From an optimization exercise on the open Yosys and OpenROAD flow, aimed at small area, a short achievable clock period and few clock cycles per item; shortcuts taken in it are not production practice.
Only simulation tests tie the RTL to the original design; equivalence was not proved.

run A:
==> module reg_file, before the edit <==
module reg_file (
	input  logic                    clk,
	input  logic                    rst_n,
	input  logic [5-1:0] rs1_addr_i,
	input  logic [5-1:0] rs2_addr_i,
	output logic [32-1:0]   rs1_data_o,
	output logic [32-1:0]   rs2_data_o,
	input  logic                    kill_i,
	input  logic [5-1:0] kill_addr_i,
	input  logic                    we_i,
	input  logic [5-1:0] rd_addr_i,
	input  logic [32-1:0]   rd_data_i,
	input  logic                    nxt_we_i,
	input  logic [5-1:0] nxt_rd_addr_i,
	input  logic                    nxt_kill_i,
	input  logic [5-1:0] nxt_kill_addr_i
);
	logic [32-1:0]     regs [1:32-1];
	logic [32-1:1] valid;
	logic [32-1:1] wsel;
	logic [32-1:1] rmask;
	logic [32-1:1] rmask_nxt;
	logic [32-1:1] sel1;
	logic [32-1:1] sel2;
	logic                      wt_ok;
	logic                      wt1;
	logic                      wt2;
	always_comb begin
		for (int i = 1; i < 32; i++) begin
			wsel[i] = we_i && rd_addr_i == 5'(i);
			rmask_nxt[i] = (valid[i] || wsel[i]) &&
				!(nxt_we_i && nxt_rd_addr_i == 5'(i)) &&
				!(nxt_kill_i && nxt_kill_addr_i == 5'(i));
			sel1[i] = rmask[i] && rs1_addr_i == 5'(i);
			sel2[i] = rmask[i] && rs2_addr_i == 5'(i);
		end
	end
	assign wt_ok = we_i && !(kill_i && kill_addr_i == rd_addr_i);
	assign wt1 = wt_ok && rs1_addr_i == rd_addr_i;
	assign wt2 = wt_ok && rs2_addr_i == rd_addr_i;
	always_ff @(posedge clk or negedge rst_n) begin
		if (!rst_n) begin
			valid <= '0;
			rmask <= '0;
		end else begin
			valid <= valid | wsel;
			rmask <= rmask_nxt;
		end
	end
	always_ff @(posedge clk) begin
		for (int i = 1; i < 32; i++) begin
			if (wsel[i]) begin
				regs[i] <= rd_data_i;
			end
		end
	end
	always_comb begin
		rs1_data_o = rd_data_i & {32{wt1}};
		rs2_data_o = rd_data_i & {32{wt2}};
		for (int i = 1; i < 32; i++) begin
			rs1_data_o = rs1_data_o | (regs[i] & {32{sel1[i]}});
			rs2_data_o = rs2_data_o | (regs[i] & {32{sel2[i]}});
		end
	end
endmodule
==> module rv_alu_core, before the edit <==
module rv_alu_core (
	input  logic                    clk,
	input  logic                    rst_n,
	input  logic                    ins_cyc_i,
	input  logic                    ins_stb_i,
	input  logic                    ins_we_i,
	input  logic [32-1:0]   ins_dat_i,
	output logic                    ins_ack_o,
	input  logic                    retire_ready_i,
	output logic                    retire_valid_o,
	output logic [5-1:0] retire_rd_o,
	output logic [32-1:0]   retire_data_o,
	output logic                    retire_illegal_o
);
	logic                    dec_is_imm;
	logic                    dec_illegal;
	logic [5-1:0] in_rd;
	logic [5-1:0] in_rs1;
	logic [5-1:0] in_rs2;
	logic [2:0]              in_funct3;
	logic [32-1:0]   in_imm;
	logic                    e_vld;
	logic [32-1:0]   e_a;
	logic [32-1:0]   e_b;
	logic [5-1:0] e_rd;
	logic [2:0]              e_funct3;
	logic                    e_sub;
	logic                    e_sra;
	logic                    e_left;
	logic                    e_illegal;
	logic                    e_wen;
	logic                    wb_pend;
	logic                    e_free;
	logic                    ex_go;
	logic                    e_fwd;
	logic                    in_wen;
	logic                    hit1;
	logic                    hit2;
	logic [32-1:0]   rs1_data;
	logic [32-1:0]   rs2_data;
	logic [32-1:0]   result;
	inst_decoder inst_decoder (
		.ins_dat_i (ins_dat_i),
		.is_imm_o  (dec_is_imm),
		.illegal_o (dec_illegal)
	);
	assign in_rd = ins_dat_i[11:7];
	assign in_rs1 = ins_dat_i[19:15];
	assign in_rs2 = ins_dat_i[24:20];
	assign in_funct3 = ins_dat_i[14:12];
	assign in_imm = {{(32 - 12){ins_dat_i[31]}}, ins_dat_i[31:20]};
	assign ex_go = e_vld && (!retire_valid_o || retire_ready_i);
	assign e_free = !e_vld || !retire_valid_o || retire_ready_i;
	assign ins_ack_o = ins_cyc_i && ins_stb_i && e_free;
	assign e_fwd = e_vld && e_wen;
	reg_file reg_file (
		.clk         (clk),
		.rst_n       (rst_n),
		.rs1_addr_i  (in_rs1),
		.rs2_addr_i  (in_rs2),
		.rs1_data_o  (rs1_data),
		.rs2_data_o  (rs2_data),
		.kill_i      (e_fwd),
		.kill_addr_i (e_rd),
		.we_i        (wb_pend),
		.rd_addr_i   (retire_rd_o),
		.rd_data_i   (retire_data_o),
		.nxt_we_i        (ex_go && e_wen),
		.nxt_rd_addr_i   (e_rd),
		.nxt_kill_i      (e_free ? (ins_cyc_i && ins_stb_i && in_wen) : e_fwd),
		.nxt_kill_addr_i (e_free ? in_rd : e_rd)
	);
	assign in_wen = !dec_illegal && in_rd != '0;
	assign hit1 = e_fwd && e_rd == in_rs1;
	assign hit2 = e_fwd && e_rd == in_rs2;
	always_ff @(posedge clk or negedge rst_n) begin
		if (!rst_n) begin
			e_vld <= 1'b0;
			wb_pend <= 1'b0;
		end else begin
			if (e_free) begin
				e_vld <= ins_cyc_i && ins_stb_i;
			end
			wb_pend <= ex_go && e_wen;
		end
	end
	always_ff @(posedge clk) begin
		if (e_free) begin
			e_a <= rs1_data | (result & {32{hit1}});
			e_b <= dec_is_imm ? in_imm : (rs2_data | (result & {32{hit2}}));
			e_rd <= in_rd;
			e_funct3 <= in_funct3;
			e_sub <= (!dec_is_imm && ins_dat_i[30] && in_funct3 == 3'b000) ||
				in_funct3 == 3'b010 || in_funct3 == 3'b011;
			e_sra <= ins_dat_i[30];
			e_left <= in_funct3 == 3'b001;
			e_illegal <= dec_illegal;
			e_wen <= in_wen;
		end
	end
	exec_unit exec_unit (
		.a_i      (e_a),
		.b_i      (e_b),
		.funct3_i (e_funct3),
		.sub_i    (e_sub),
		.sra_i    (e_sra),
		.left_i   (e_left),
		.result_o (result)
	);
	always_ff @(posedge clk or negedge rst_n) begin
		if (!rst_n) begin
			retire_valid_o <= 1'b0;
		end else if (ex_go) begin
			retire_valid_o <= 1'b1;
		end else if (retire_ready_i) begin
			retire_valid_o <= 1'b0;
		end
	end
	always_ff @(posedge clk) begin
		if (ex_go) begin
			retire_rd_o <= e_rd;
			retire_illegal_o <= e_illegal;
			retire_data_o <= e_wen ? result : '0;
		end
	end
endmodule
make LEC_CHECK=0 ABC_CLOCK_PERIOD_IN_PS=3500 CAP_MARGIN=20 CORE_MARGIN=2 CORE_UTILIZATION=45 CTS_CLUSTER_DIAMETER=100 CTS_CLUSTER_SIZE=25 SETUP_SLACK_MARGIN=4.4 SLEW_MARGIN=20 finish   # period 8.0 ns
run.sh (not shown) runs the stock make flow with config.mk's settings and CLKGATE_MAP_FILE= SYNTH_SCRIPT=/design/flow/synth_recipe.tcl, a recipe that flattens the netlist after the stock synthesis.
Testbench counts of run A, summed over its fixed seeds: cycles 24,016, items 24,000.
What run B does differently from run A at the input level:
-- flow/design.v --
<<< run A, line 97
	input  logic                    we_i,
	input  logic [5-1:0] rd_addr_i,
	input  logic [32-1:0]   rd_data_i,
	input  logic                    nxt_we_i,
	input  logic [5-1:0] nxt_rd_addr_i,
	input  logic                    nxt_kill_i,
	input  logic [5-1:0] nxt_kill_addr_i
);
	logic [32-1:0]     regs [1:32-1];
	logic [32-1:1] valid;
	logic [32-1:1] wsel;
	logic [32-1:1] rmask;
	logic [32-1:1] rmask_nxt;
	logic [32-1:1] sel1;
	logic [32-1:1] sel2;
>>> run B, line 97
	input  logic                    we_i,
	input  logic [5-1:0] rd_addr_i,
	input  logic [32-1:0]   rd_data_i
);
	logic [32-1:0]     regs [1:32-1];
	logic [32-1:1] valid;
	logic [32-1:1] wsel;
	logic [32-1:1] ksel;
	logic [32-1:1] rmask;
	logic [32-1:1] sel1;
	logic [32-1:1] sel2;
<<< run A, line 116
		for (int i = 1; i < 32; i++) begin
			wsel[i] = we_i && rd_addr_i == 5'(i);
			rmask_nxt[i] = (valid[i] || wsel[i]) &&
				!(nxt_we_i && nxt_rd_addr_i == 5'(i)) &&
				!(nxt_kill_i && nxt_kill_addr_i == 5'(i));
			sel1[i] = rmask[i] && rs1_addr_i == 5'(i);
			sel2[i] = rmask[i] && rs2_addr_i == 5'(i);
>>> run B, line 112
		for (int i = 1; i < 32; i++) begin
			wsel[i] = we_i && rd_addr_i == 5'(i);
			ksel[i] = kill_i && kill_addr_i == 5'(i);
			rmask[i] = valid[i] && !wsel[i] && !ksel[i];
			sel1[i] = rmask[i] && rs1_addr_i == 5'(i);
			sel2[i] = rmask[i] && rs2_addr_i == 5'(i);
<<< run A, line 129
		if (!rst_n) begin
			valid <= '0;
			rmask <= '0;
		end else begin
			valid <= valid | wsel;
			rmask <= rmask_nxt;
		end
	end
>>> run B, line 124
		if (!rst_n) begin
			valid <= '0;
		end else begin
			valid <= valid | wsel;
		end
	end
<<< run A, line 239
	logic                    ex_go;
	logic                    e_fwd;
	logic                    in_wen;
	logic                    hit1;
	logic                    hit2;
>>> run B, line 232
	logic                    ex_go;
	logic                    e_fwd;
	logic                    hit1;
	logic                    hit2;
<<< run A, line 270
		.we_i        (wb_pend),
		.rd_addr_i   (retire_rd_o),
		.rd_data_i   (retire_data_o),
		.nxt_we_i        (ex_go && e_wen),
		.nxt_rd_addr_i   (e_rd),
		.nxt_kill_i      (e_free ? (ins_cyc_i && ins_stb_i && in_wen) : e_fwd),
		.nxt_kill_addr_i (e_free ? in_rd : e_rd)
	);
	assign in_wen = !dec_illegal && in_rd != '0;
	assign hit1 = e_fwd && e_rd == in_rs1;
	assign hit2 = e_fwd && e_rd == in_rs2;
>>> run B, line 262
		.we_i        (wb_pend),
		.rd_addr_i   (retire_rd_o),
		.rd_data_i   (retire_data_o)
	);
	assign hit1 = e_fwd && e_rd == in_rs1;
	assign hit2 = e_fwd && e_rd == in_rs2;
<<< run A, line 301
			e_left <= in_funct3 == 3'b001;
			e_illegal <= dec_illegal;
			e_wen <= in_wen;
		end
	end
>>> run B, line 288
			e_left <= in_funct3 == 3'b001;
			e_illegal <= dec_illegal;
			e_wen <= !dec_illegal && in_rd != '0;
		end
	end
- Run B finished every step from synthesis to the final layout, and the layout passed the timing, DRC and antenna checks.
- Run A did not stop at any stage, and its layout met the timing, DRC and antenna checks.
- Synthesis-stage register bit count: run B vs run A down 2.6%
- Run A → run B: met2 wire length went up, worst hold slack after final layout did not really move, register share of the cell area went down.
- Run B vs run A — number of non-clock inverters in the layout dropped by more than 10%
- Where first-iteration detailed-routing DRC count is concerned, run A is better than run B.
- Compare run A and run B | wire length after detailed routing higher: run B
- The xor-xnor portion of the synthesized cell area of run B and that of run A are within noise of each other.
- Flop count, run A -> run B: decreased
- Of the two values seen for critical path startpoint, ins_dat_i[23] was produced by run A and e_wen by run B.
- Run B vs run A — non-clock buffer total of the final layout climbed by more than 10%
- For run A, the timing endpoint of the critical path was e_b[11], unlike run B, where it was e_a[31].
- Comparing run A and run B, the lower multi-input combinational area share is on run A.
Testbench counts of run B, summed over its fixed seeds: cycles 24,016, items 24,000.

## what the ideal ports hide
No port has a modelled driver above. Below, the same layouts with a new extraction and two added sets of constraints.
Step 1, drivers: a clkbuf_16 drives clk and a buf_2 each remaining input, both assumed.
Step 2 also shifts input and output timing later by t, the mid clock arrival at the registers, as if the neighbouring blocks saw the same clock.
Slacks: no drivers / after step 1 / after step 2; pairs: no drivers / after step 1.
run	t, ns	slack for setup (ns)	hold WS [ns]	worst setup path after step 2
run A	0.790	4.173 / 4.218 / 3.428	0.428 / 0.428 / 0.428	input to register
run B	0.794	4.187 / 4.187 / 3.457	0.430 / 0.430 / 0.430	input to register
After both steps every run listed still meets setup and hold. For run A, which loses most, drivers alone change the setup slack by +0.045 ns; drivers and shift together by -0.745 ns.
